What follows belongs to an exercise in optimizing a design on an open flow for small area and a short achievable clock period; a production flow would make more cautious choices. In this exercise RTL edits were held to simulation tests only and were not proved equivalent to the original.

==> inputs of build 30 <==
==> flow/design.v <==
`timescale 1ns/1ps
`default_nettype none
module sync_fifo #(
  parameter int WIDTH = 32,
  parameter int DEPTH = 16
) (
  input  wire logic             bus_clk,
  input  wire logic             reset,
  input  wire logic             wr_en,
  input  wire logic [WIDTH-1:0] din,
  input  wire logic             rd_en,
  output logic      [WIDTH-1:0] dout,
  output logic                  full,
  output logic                  empty
);
  localparam int AW = $clog2(DEPTH);
  logic [WIDTH-1:0] mem [DEPTH];
  logic [AW-1:0]    wr_ptr;
  logic [AW-1:0]    rd_ptr;
  logic [AW:0]      count;
  logic             do_wr;
  logic             do_rd;
  assign do_wr = wr_en && !full;
  assign do_rd = rd_en && !empty;
  assign full  = count[AW];
  assign empty = (count == '0);
  assign dout  = mem[rd_ptr];
  always_ff @(posedge bus_clk) begin
    if (do_wr) begin
      mem[wr_ptr] <= din;
    end
  end
  always_ff @(posedge bus_clk) begin
    if (reset) begin
      wr_ptr <= '0;
      rd_ptr <= '0;
      count  <= '0;
    end else begin
      if (do_wr) begin
        wr_ptr <= wr_ptr + 1'b1;
      end
      if (do_rd) begin
        rd_ptr <= rd_ptr + 1'b1;
      end
      case ({do_wr, do_rd})
        2'b10:   count <= count + 1'b1;
        2'b01:   count <= count - 1'b1;
        default: count <= count;
      endcase
    end
  end
endmodule
module host_fifo #(
  parameter int WIDTH = 29,
  parameter int OWIDTH = 32,
  parameter int SBIT = 16,
  parameter int DEPTH = 64
) (
  input  wire logic              bus_clk,
  input  wire logic              reset,
  input  wire logic              wr_en,
  input  wire logic [WIDTH-1:0]  din,
  input  wire logic              rd_en,
  output logic      [OWIDTH-1:0] dout,
  output logic                   full,
  output logic                   empty
);
  localparam int BD = DEPTH - 1;
  localparam int AW = $clog2(BD);
  localparam int EXT = OWIDTH - WIDTH;
  logic [WIDTH-1:0]  mem [BD];
  logic [OWIDTH-1:0] head;
  logic [WIDTH-1:0]  head_new;
  logic [OWIDTH-1:0] head_wide;
  logic [AW-1:0]     wr_ptr;
  logic [AW-1:0]     rd_ptr;
  logic [AW-1:0]     bcnt;
  logic              hv;
  logic              push;
  logic              pop;
  logic              body_nz;
  logic              to_body;
  logic              from_body;
  logic              head_ld;
  function automatic logic [AW-1:0] next_ptr(input logic [AW-1:0] ptr);
    if (ptr == AW'(BD - 1)) begin
      next_ptr = '0;
    end else begin
      next_ptr = ptr + 1'b1;
    end
  endfunction
  assign push      = wr_en && !full;
  assign pop       = rd_en && hv;
  assign body_nz   = (bcnt != '0);
  assign to_body   = push && hv && !(pop && !body_nz);
  assign from_body = pop && body_nz;
  assign head_ld   = pop || !hv;
  assign head_new  = from_body ? mem[rd_ptr] : din;
  assign head_wide = {head_new[WIDTH-1:SBIT+1], {EXT{head_new[SBIT]}}, head_new[SBIT:0]};
  always_ff @(posedge bus_clk) begin
    if (push) begin
      mem[wr_ptr] <= din;
    end
  end
  always_ff @(posedge bus_clk) begin
    head <= head_ld ? head_wide : dout;
  end
  always_ff @(posedge bus_clk) begin
    dout <= head_ld ? head_wide : head;
  end
  always_ff @(posedge bus_clk) begin
    if (reset) begin
      hv     <= 1'b0;
      empty  <= 1'b1;
      full   <= 1'b0;
      wr_ptr <= '0;
      rd_ptr <= '0;
      bcnt   <= '0;
    end else begin
      hv    <= body_nz || push || (hv && !rd_en);
      empty <= !(body_nz || push || (!empty && !rd_en));
      full  <= (full && !pop) || (push && !pop && hv && (bcnt == AW'(BD - 1)));
      if (to_body) begin
        wr_ptr <= next_ptr(wr_ptr);
      end
      if (from_body) begin
        rd_ptr <= next_ptr(rd_ptr);
      end
      case ({to_body, from_body})
        2'b10:   bcnt <= bcnt + 1'b1;
        2'b01:   bcnt <= bcnt - 1'b1;
        default: bcnt <= bcnt;
      endcase
    end
  end
endmodule
`default_nettype wire
`timescale 1ns/1ps
`default_nettype none
module xike_regs (
  input  wire logic                        bus_clk,
  input  wire logic                        reset,
  input  wire logic                        reg_wren,
  input  wire logic                        reg_rden,
  input  wire logic [5-1:0] reg_addr,
  input  wire logic [15:0]                 reg_wdata,
  input  wire logic                        in_drop,
  output logic      [15:0]                 reg_rdata,
  output logic                             mua_en
);
  logic [15:0] ctrl_reg;
  logic [15:0] ovf_cnt;
  logic [15:0] rd_sel;
  logic [15:0] rd_hold;
  always_comb begin
    case (reg_addr)
      5'd0: rd_sel = ctrl_reg;
      5'd1:  rd_sel = ovf_cnt;
      default:        rd_sel = '0;
    endcase
  end
  assign mua_en = ctrl_reg[0];
  always_ff @(posedge bus_clk) begin
    if (reset) begin
      ctrl_reg <= '0;
    end else if (reg_wren && (reg_addr == 5'd0)) begin
      ctrl_reg <= reg_wdata;
    end
  end
  always_ff @(posedge bus_clk) begin
    if (reset) begin
      ovf_cnt <= '0;
    end else if (in_drop && (ovf_cnt != '1)) begin
      ovf_cnt <= ovf_cnt + 1'b1;
    end
  end
  always_ff @(posedge bus_clk) begin
    if (reset) begin
      rd_hold <= '0;
    end else begin
      rd_hold <= reg_rden ? rd_sel : reg_rdata;
    end
  end
  always_ff @(posedge bus_clk) begin
    if (reset) begin
      reg_rdata <= '0;
    end else begin
      reg_rdata <= reg_rden ? rd_sel : rd_hold;
    end
  end
endmodule
`default_nettype wire
`timescale 1ns/1ps
`default_nettype none
module raw_comb (
  input  wire logic                                          bus_clk,
  input  wire logic                                          reset,
  input  wire logic [(3 + 12 + 16)-1:0]                     in_sample,
  input  wire logic                                          in_empty,
  input  wire logic                                          comb_ready,
  output logic                                               in_rden,
  output logic                                               comb_valid,
  output logic [5*(12 + 16)-1:0]          comb_frame
);
  localparam int N  = 5;
  localparam int LW = (12 + 16);
  logic [N-1:0]               lane_wr;
  logic                       frame_done;
  logic [3-1:0]  in_stream;
  assign in_stream = in_sample[(3 + 12 + 16)-1 -: 3];
  assign in_rden = !in_empty && !comb_valid;
  always_comb begin
    for (int i = 0; i < N; i++) begin
      lane_wr[i] = in_rden && (in_stream == 3'(i));
    end
  end
  assign frame_done = lane_wr[N-1];
  always_ff @(posedge bus_clk) begin
    for (int i = 0; i < N; i++) begin
      if (lane_wr[i]) begin
        comb_frame[i*LW +: LW] <= in_sample[LW-1:0];
      end
    end
  end
  always_ff @(posedge bus_clk) begin
    if (reset) begin
      comb_valid <= 1'b0;
    end else if (frame_done) begin
      comb_valid <= 1'b1;
    end else if (comb_valid && comb_ready) begin
      comb_valid <= 1'b0;
    end
  end
endmodule
`default_nettype wire
`timescale 1ns/1ps
`default_nettype none
module mua_filter (
  input  wire logic                                   bus_clk,
  input  wire logic                                   reset,
  input  wire logic                                   comb_valid,
  input  wire logic [5*(12 + 16)-1:0] comb_frame,
  input  wire logic                                   mua_ready,
  output logic                                        comb_ready,
  output logic                                        mua_valid,
  output logic [5*(12 + 17)-1:0]       mua_frame
);
  localparam int N  = 5;
  localparam int QW = (12 + 17);
  localparam int LW = (12 + 16);
  localparam int DAW = 16;
  localparam int IW = $clog2(32);
  logic [DAW-1:0]                 hist [N][32];
  logic [N-1:0][32-1:0] hist_seen;
  logic [N-1:0][IW-1:0]           idx;
  logic                           advance;
  logic                           accept;
  logic                           s1_valid;
  logic [N*LW-1:0]                s1_frame;
  logic [N-1:0][DAW-1:0]          s1_prev;
  assign advance    = !(mua_valid && !mua_ready);
  assign comb_ready = advance;
  assign accept     = comb_valid && advance;
  always_comb begin
    for (int l = 0; l < N; l++) begin
      idx[l] = comb_frame[l*LW + DAW +: IW];
    end
  end
  always_ff @(posedge bus_clk) begin
    if (accept) begin
      for (int l = 0; l < N; l++) begin
        hist[l][idx[l]] <= comb_frame[l*LW +: DAW];
      end
    end
  end
  always_ff @(posedge bus_clk) begin
    if (reset) begin
      hist_seen <= '0;
    end else if (accept) begin
      for (int l = 0; l < N; l++) begin
        hist_seen[l][idx[l]] <= 1'b1;
      end
    end
  end
  always_ff @(posedge bus_clk) begin
    if (advance) begin
      s1_frame <= comb_frame;
      for (int l = 0; l < N; l++) begin
        s1_prev[l] <= hist_seen[l][idx[l]] ? hist[l][idx[l]] : '0;
      end
    end
  end
  always_ff @(posedge bus_clk) begin
    if (advance) begin
      for (int l = 0; l < N; l++) begin
        mua_frame[l*QW + 17 +: 12] <= s1_frame[l*LW + DAW +: 12];
        mua_frame[l*QW +: 17] <= {1'b0, s1_frame[l*LW +: DAW]} - {1'b0, s1_prev[l]};
      end
    end
  end
  always_ff @(posedge bus_clk) begin
    if (reset) begin
      s1_valid  <= 1'b0;
      mua_valid <= 1'b0;
    end else if (advance) begin
      s1_valid  <= comb_valid;
      mua_valid <= s1_valid;
    end
  end
endmodule
`default_nettype wire
`timescale 1ns/1ps
`default_nettype none
module mua_serializer (
  input  wire logic                               bus_clk,
  input  wire logic                               reset,
  input  wire logic                               mua_valid,
  input  wire logic [5*(12 + 17)-1:0] mua_frame,
  input  wire logic                               host_full,
  output logic                                    mua_ready,
  output logic                                    word_valid,
  output logic [(12 + 17)-1:0]                     word
);
  localparam int N  = 5;
  localparam int CW = $clog2(N);
  logic                      busy;
  logic [CW-1:0]             lane_cnt;
  logic [N-1:0][(12 + 17)-1:0] frame_q;
  assign mua_ready  = !busy;
  assign word_valid = busy && !host_full;
  assign word       = frame_q[lane_cnt];
  always_ff @(posedge bus_clk) begin
    if (mua_valid && mua_ready) begin
      frame_q <= mua_frame;
    end
  end
  always_ff @(posedge bus_clk) begin
    if (reset) begin
      busy     <= 1'b0;
      lane_cnt <= '0;
    end else if (mua_valid && mua_ready) begin
      busy     <= 1'b1;
      lane_cnt <= '0;
    end else if (word_valid) begin
      if (lane_cnt == CW'(N - 1)) begin
        busy <= 1'b0;
      end else begin
        lane_cnt <= lane_cnt + 1'b1;
      end
    end
  end
endmodule
`default_nettype wire
`timescale 1ns/1ps
`default_nettype none
module xike_top (
  input  wire logic                        bus_clk,
  input  wire logic                        reset,
  input  wire logic                        sample_valid,
  input  wire logic [30:0]                 sample,
  input  wire logic                        reg_wren,
  input  wire logic                        reg_rden,
  input  wire logic [5-1:0] reg_addr,
  input  wire logic [15:0]                 reg_wdata,
  input  wire logic                        host_rden,
  output logic      [15:0]                 reg_rdata,
  output logic      [31:0]                 host_data,
  output logic                             host_empty
);
  logic                                      mua_en;
  logic                                      in_wren;
  logic                                      in_drop;
  logic                                      in_full;
  logic                                      in_empty;
  logic                                      in_rden;
  logic [(3 + 12 + 16)-1:0]                 in_sample;
  logic                                      comb_valid;
  logic                                      comb_ready;
  logic [5*(12 + 16)-1:0] comb_frame;
  logic                                      mua_valid;
  logic                                      mua_ready;
  logic [5*(12 + 17)-1:0]     mua_frame;
  logic                                      word_valid;
  logic [(12 + 17)-1:0]                       word;
    logic                                      host_full;
  assign in_wren = sample_valid && mua_en && !in_full;
  assign in_drop = sample_valid && mua_en && in_full;
  xike_regs i_xike_regs (
    .bus_clk  (bus_clk  ),
    .reset    (reset    ),
    .reg_wren (reg_wren ),
    .reg_rden (reg_rden ),
    .reg_addr (reg_addr ),
    .reg_wdata(reg_wdata),
    .in_drop  (in_drop  ),
    .reg_rdata(reg_rdata),
    .mua_en   (mua_en   )
  );
  sync_fifo #(.WIDTH((3 + 12 + 16)), .DEPTH(16)) i_in_fifo (
    .bus_clk(bus_clk  ),
    .reset  (reset    ),
    .wr_en  (in_wren  ),
    .din    (sample   ),
    .rd_en  (in_rden  ),
    .dout   (in_sample),
    .full   (in_full  ),
    .empty  (in_empty )
  );
  raw_comb i_raw_comb (
    .bus_clk   (bus_clk   ),
    .reset     (reset     ),
    .in_sample (in_sample ),
    .in_empty  (in_empty  ),
    .comb_ready(comb_ready),
    .in_rden   (in_rden   ),
    .comb_valid(comb_valid),
    .comb_frame(comb_frame)
  );
  mua_filter i_mua_filter (
    .bus_clk   (bus_clk   ),
    .reset     (reset     ),
    .comb_valid(comb_valid),
    .comb_frame(comb_frame),
    .mua_ready (mua_ready ),
    .comb_ready(comb_ready),
    .mua_valid (mua_valid ),
    .mua_frame (mua_frame )
  );
  mua_serializer i_mua_serializer (
    .bus_clk   (bus_clk   ),
    .reset     (reset     ),
    .mua_valid (mua_valid ),
    .mua_frame (mua_frame ),
    .host_full (host_full ),
    .mua_ready (mua_ready ),
    .word_valid(word_valid),
    .word      (word      )
  );
  host_fifo #(.WIDTH((12 + 17)), .OWIDTH((12 + 20)), .SBIT(16), .DEPTH(64)) i_host_fifo (
    .bus_clk(bus_clk   ),
    .reset  (reset     ),
    .wr_en  (word_valid),
    .din    (word      ),
    .rd_en  (host_rden ),
    .dout   (host_data ),
    .full   (host_full ),
    .empty  (host_empty)
  );
endmodule
`default_nettype wire
==> flow/flow/run.sh <==
#!/bin/bash
set -euo pipefail
here=$(pwd)
bash standard.sh \
  SETUP_SLACK_MARGIN=6.45 \
  IO_CONSTRAINTS="$here/flow/io.tcl" \
  CTS_ARGS="-sink_clustering_enable -repair_clock_nets -sink_clustering_size 25 -sink_clustering_max_diameter 100 -distance_between_buffers 400 -dont_use_dummy_load" \
  finish > standard_flow.log 2>&1
==> flow/flow/io.tcl <==
set_io_pin_constraint -pin_names {reg_rdata[*] reg_rden reg_wren reg_addr[*] reg_wdata[*] reset} -region top:*
set_io_pin_constraint -pin_names {host_data[*] host_empty host_rden} -region right:*
set_io_pin_constraint -pin_names {sample[*] sample_valid bus_clk} -region left:*
==> flow/standard.sh <==
#!/bin/bash
# synth_recipe.tcl (not shown) runs the flow's synth.tcl, then flattens the netlist and writes it again
# the make line also repeats each setting of config.mk as NAME=value (left out here)
make -C /OpenROAD-flow-scripts/flow DESIGN_CONFIG=/design/flow/config.mk WORK_HOME=/design/flow/orfs CLKGATE_MAP_FILE= SYNTH_SCRIPT=/design/flow/synth_recipe.tcl "${@:-finish}"
==> flow/config.mk <==
export PLATFORM = sky130hd
export DESIGN_NAME = xike_top
export DESIGN_NICKNAME = xike_top
export VERILOG_FILES = /design/flow/design.v
export SDC_FILE = /design/flow/constraint.sdc
export NUM_CORES = 4
export LEC_CHECK = 0
export CAP_MARGIN = 20
export CORE_MARGIN = 2
export CORE_UTILIZATION = 68
export PLACE_DENSITY = 0.76
export SLEW_MARGIN = 20
==> flow/constraint.sdc <==
create_clock -name core_clock -period 10.0 [get_ports {bus_clk}]
set_input_delay 2.0000 -clock core_clock [delete_from_list [all_inputs] [get_ports {bus_clk}]]
set_output_delay 2.0000 -clock core_clock [all_outputs]
set_load 0.01 [all_outputs]
==> build 13 (differences from build 30) <==
==> flow/design.v, changed modules only <==
module host_fifo #(
  parameter int WIDTH = 29,
  parameter int DEPTH = 64
) (
  input  wire logic             bus_clk,
  input  wire logic             reset,
  input  wire logic             wr_en,
  input  wire logic [WIDTH-1:0] din,
  input  wire logic             rd_en,
  output logic      [WIDTH-1:0] dout,
  output logic                  full,
  output logic                  empty
);
  localparam int BD = DEPTH - 1;
  localparam int AW = $clog2(BD);
  logic [WIDTH-1:0] mem [BD];
  logic [AW-1:0]    wr_ptr;
  logic [AW-1:0]    rd_ptr;
  logic [AW-1:0]    bcnt;
  logic             hv;
  logic             push;
  logic             pop;
  logic             body_nz;
  logic             to_body;
  logic             from_body;
  function automatic logic [AW-1:0] next_ptr(input logic [AW-1:0] ptr);
    if (ptr == AW'(BD - 1)) begin
      next_ptr = '0;
    end else begin
      next_ptr = ptr + 1'b1;
    end
  endfunction
  assign empty     = !hv;
  assign push      = wr_en && !full;
  assign pop       = rd_en && hv;
  assign body_nz   = (bcnt != '0);
  assign to_body   = push && hv && !(pop && !body_nz);
  assign from_body = pop && body_nz;
  always_ff @(posedge bus_clk) begin
    if (push) begin
      mem[wr_ptr] <= din;
    end
  end
  always_ff @(posedge bus_clk) begin
    if (pop) begin
      if (body_nz) begin
        dout <= mem[rd_ptr];
      end else begin
        dout <= din;
      end
    end else if (!hv) begin
      dout <= din;
    end
  end
  always_ff @(posedge bus_clk) begin
    if (reset) begin
      hv     <= 1'b0;
      full   <= 1'b0;
      wr_ptr <= '0;
      rd_ptr <= '0;
      bcnt   <= '0;
    end else begin
      hv   <= body_nz || push || (hv && !pop);
      full <= (full && !pop) || (push && !pop && hv && (bcnt == AW'(BD - 1)));
      if (to_body) begin
        wr_ptr <= next_ptr(wr_ptr);
      end
      if (from_body) begin
        rd_ptr <= next_ptr(rd_ptr);
      end
      case ({to_body, from_body})
        2'b10:   bcnt <= bcnt + 1'b1;
        2'b01:   bcnt <= bcnt - 1'b1;
        default: bcnt <= bcnt;
      endcase
    end
  end
endmodule
module xike_regs (
  input  wire logic                        bus_clk,
  input  wire logic                        reset,
  input  wire logic                        reg_wren,
  input  wire logic                        reg_rden,
  input  wire logic [5-1:0] reg_addr,
  input  wire logic [15:0]                 reg_wdata,
  input  wire logic                        in_drop,
  output logic      [15:0]                 reg_rdata,
  output logic                             mua_en
);
  logic [15:0] ctrl_reg;
  logic [15:0] ovf_cnt;
  assign mua_en = ctrl_reg[0];
  always_ff @(posedge bus_clk) begin
    if (reset) begin
      ctrl_reg <= '0;
    end else if (reg_wren && (reg_addr == 5'd0)) begin
      ctrl_reg <= reg_wdata;
    end
  end
  always_ff @(posedge bus_clk) begin
    if (reset) begin
      ovf_cnt <= '0;
    end else if (in_drop && (ovf_cnt != '1)) begin
      ovf_cnt <= ovf_cnt + 1'b1;
    end
  end
  always_ff @(posedge bus_clk) begin
    if (reset) begin
      reg_rdata <= '0;
    end else if (reg_rden) begin
      case (reg_addr)
        5'd0: reg_rdata <= ctrl_reg;
        5'd1:  reg_rdata <= ovf_cnt;
        default:        reg_rdata <= '0;
      endcase
    end
  end
endmodule
module xike_top (
  input  wire logic                        bus_clk,
  input  wire logic                        reset,
  input  wire logic                        sample_valid,
  input  wire logic [30:0]                 sample,
  input  wire logic                        reg_wren,
  input  wire logic                        reg_rden,
  input  wire logic [5-1:0] reg_addr,
  input  wire logic [15:0]                 reg_wdata,
  input  wire logic                        host_rden,
  output logic      [15:0]                 reg_rdata,
  output logic      [31:0]                 host_data,
  output logic                             host_empty
);
  logic                                      mua_en;
  logic                                      in_wren;
  logic                                      in_drop;
  logic                                      in_full;
  logic                                      in_empty;
  logic                                      in_rden;
  logic [(3 + 12 + 16)-1:0]                 in_sample;
  logic                                      comb_valid;
  logic                                      comb_ready;
  logic [5*(12 + 16)-1:0] comb_frame;
  logic                                      mua_valid;
  logic                                      mua_ready;
  logic [5*(12 + 17)-1:0]     mua_frame;
  logic                                      word_valid;
  logic [(12 + 17)-1:0]                       word;
  logic [(12 + 17)-1:0]                       host_q;
  logic                                      host_full;
  assign in_wren = sample_valid && mua_en && !in_full;
  assign in_drop = sample_valid && mua_en && in_full;
  xike_regs i_xike_regs (
    .bus_clk  (bus_clk  ),
    .reset    (reset    ),
    .reg_wren (reg_wren ),
    .reg_rden (reg_rden ),
    .reg_addr (reg_addr ),
    .reg_wdata(reg_wdata),
    .in_drop  (in_drop  ),
    .reg_rdata(reg_rdata),
    .mua_en   (mua_en   )
  );
  sync_fifo #(.WIDTH((3 + 12 + 16)), .DEPTH(16)) i_in_fifo (
    .bus_clk(bus_clk  ),
    .reset  (reset    ),
    .wr_en  (in_wren  ),
    .din    (sample   ),
    .rd_en  (in_rden  ),
    .dout   (in_sample),
    .full   (in_full  ),
    .empty  (in_empty )
  );
  raw_comb i_raw_comb (
    .bus_clk   (bus_clk   ),
    .reset     (reset     ),
    .in_sample (in_sample ),
    .in_empty  (in_empty  ),
    .comb_ready(comb_ready),
    .in_rden   (in_rden   ),
    .comb_valid(comb_valid),
    .comb_frame(comb_frame)
  );
  mua_filter i_mua_filter (
    .bus_clk   (bus_clk   ),
    .reset     (reset     ),
    .comb_valid(comb_valid),
    .comb_frame(comb_frame),
    .mua_ready (mua_ready ),
    .comb_ready(comb_ready),
    .mua_valid (mua_valid ),
    .mua_frame (mua_frame )
  );
  mua_serializer i_mua_serializer (
    .bus_clk   (bus_clk   ),
    .reset     (reset     ),
    .mua_valid (mua_valid ),
    .mua_frame (mua_frame ),
    .host_full (host_full ),
    .mua_ready (mua_ready ),
    .word_valid(word_valid),
    .word      (word      )
  );
  host_fifo #(.WIDTH((12 + 17)), .DEPTH(64)) i_host_fifo (
    .bus_clk(bus_clk   ),
    .reset  (reset     ),
    .wr_en  (word_valid),
    .din    (word      ),
    .rd_en  (host_rden ),
    .dout   (host_q    ),
    .full   (host_full ),
    .empty  (host_empty)
  );
  assign host_data = {host_q[(12 + 17)-1:17], {(20-17){host_q[16]}}, host_q[16:0]};
endmodule
==> flow/run.sh (new file) <==
#!/bin/bash
# synth_recipe.tcl (not shown) runs the flow's synth.tcl, then flattens the netlist and writes it again
# the make line also repeats each setting of config.mk as NAME=value (left out here)
make -C /OpenROAD-flow-scripts/flow DESIGN_CONFIG=/design/flow/config.mk WORK_HOME=/design/flow/orfs CLKGATE_MAP_FILE= SYNTH_SCRIPT=/design/flow/synth_recipe.tcl finish
- CORE_UTILIZATION: 68 -> 45
- PLACE_DENSITY: 0.76 -> not set
removed: flow/flow/run.sh
removed: flow/flow/io.tcl
removed: flow/standard.sh
==> summary of the runs <==
Between build 13 and build 30, the lower die area is in build 30 (gap 49%, measured against build 30). Of build 13 and build 30, build 30 has the higher global-route usage (gap 10 points). Of build 30 and build 13, build 30 has the higher sequential share of layout area (gap 3.6 points). Critical path depth is the same in build 13 and build 30. Of build 13 and build 30, build 13 has the higher count of clock-buffer cells in the layout (gap 477). Between build 13 and build 30, the lower via count is in build 13 (gap 1.0%, measured against build 30).

==> re-timing with driven ports <==
No port has a modelled driver above. Below, the same layouts with a new extraction and two added sets of constraints.
Step 1 sets driving cells, clkbuf_16 on the clock port and buf_2 on the other inputs (assumed; they add their load-dependent delay and slew).
Step 2 also shifts input and output timing later by t, the mid clock arrival at the registers, as if the neighbouring blocks saw the same clock.
Slacks: no drivers / after step 1 / after step 2; pairs: no drivers / after step 1.
run	t (ns)	setup WS [ns]	worst setup path at the end	worst data-port slew with drivers (ns)	cell pins on the clock port's net
build 30	1.097	6.464 / 6.381 / 5.546	input to register	0.20	1
build 13	1.147	5.243 / 5.197 / 4.050	input to register	0.48	1
After both steps every run listed still meets setup and hold. The setup slack of build 13, which loses most, moves by -0.046 ns with the drivers and by -1.193 ns with both steps.
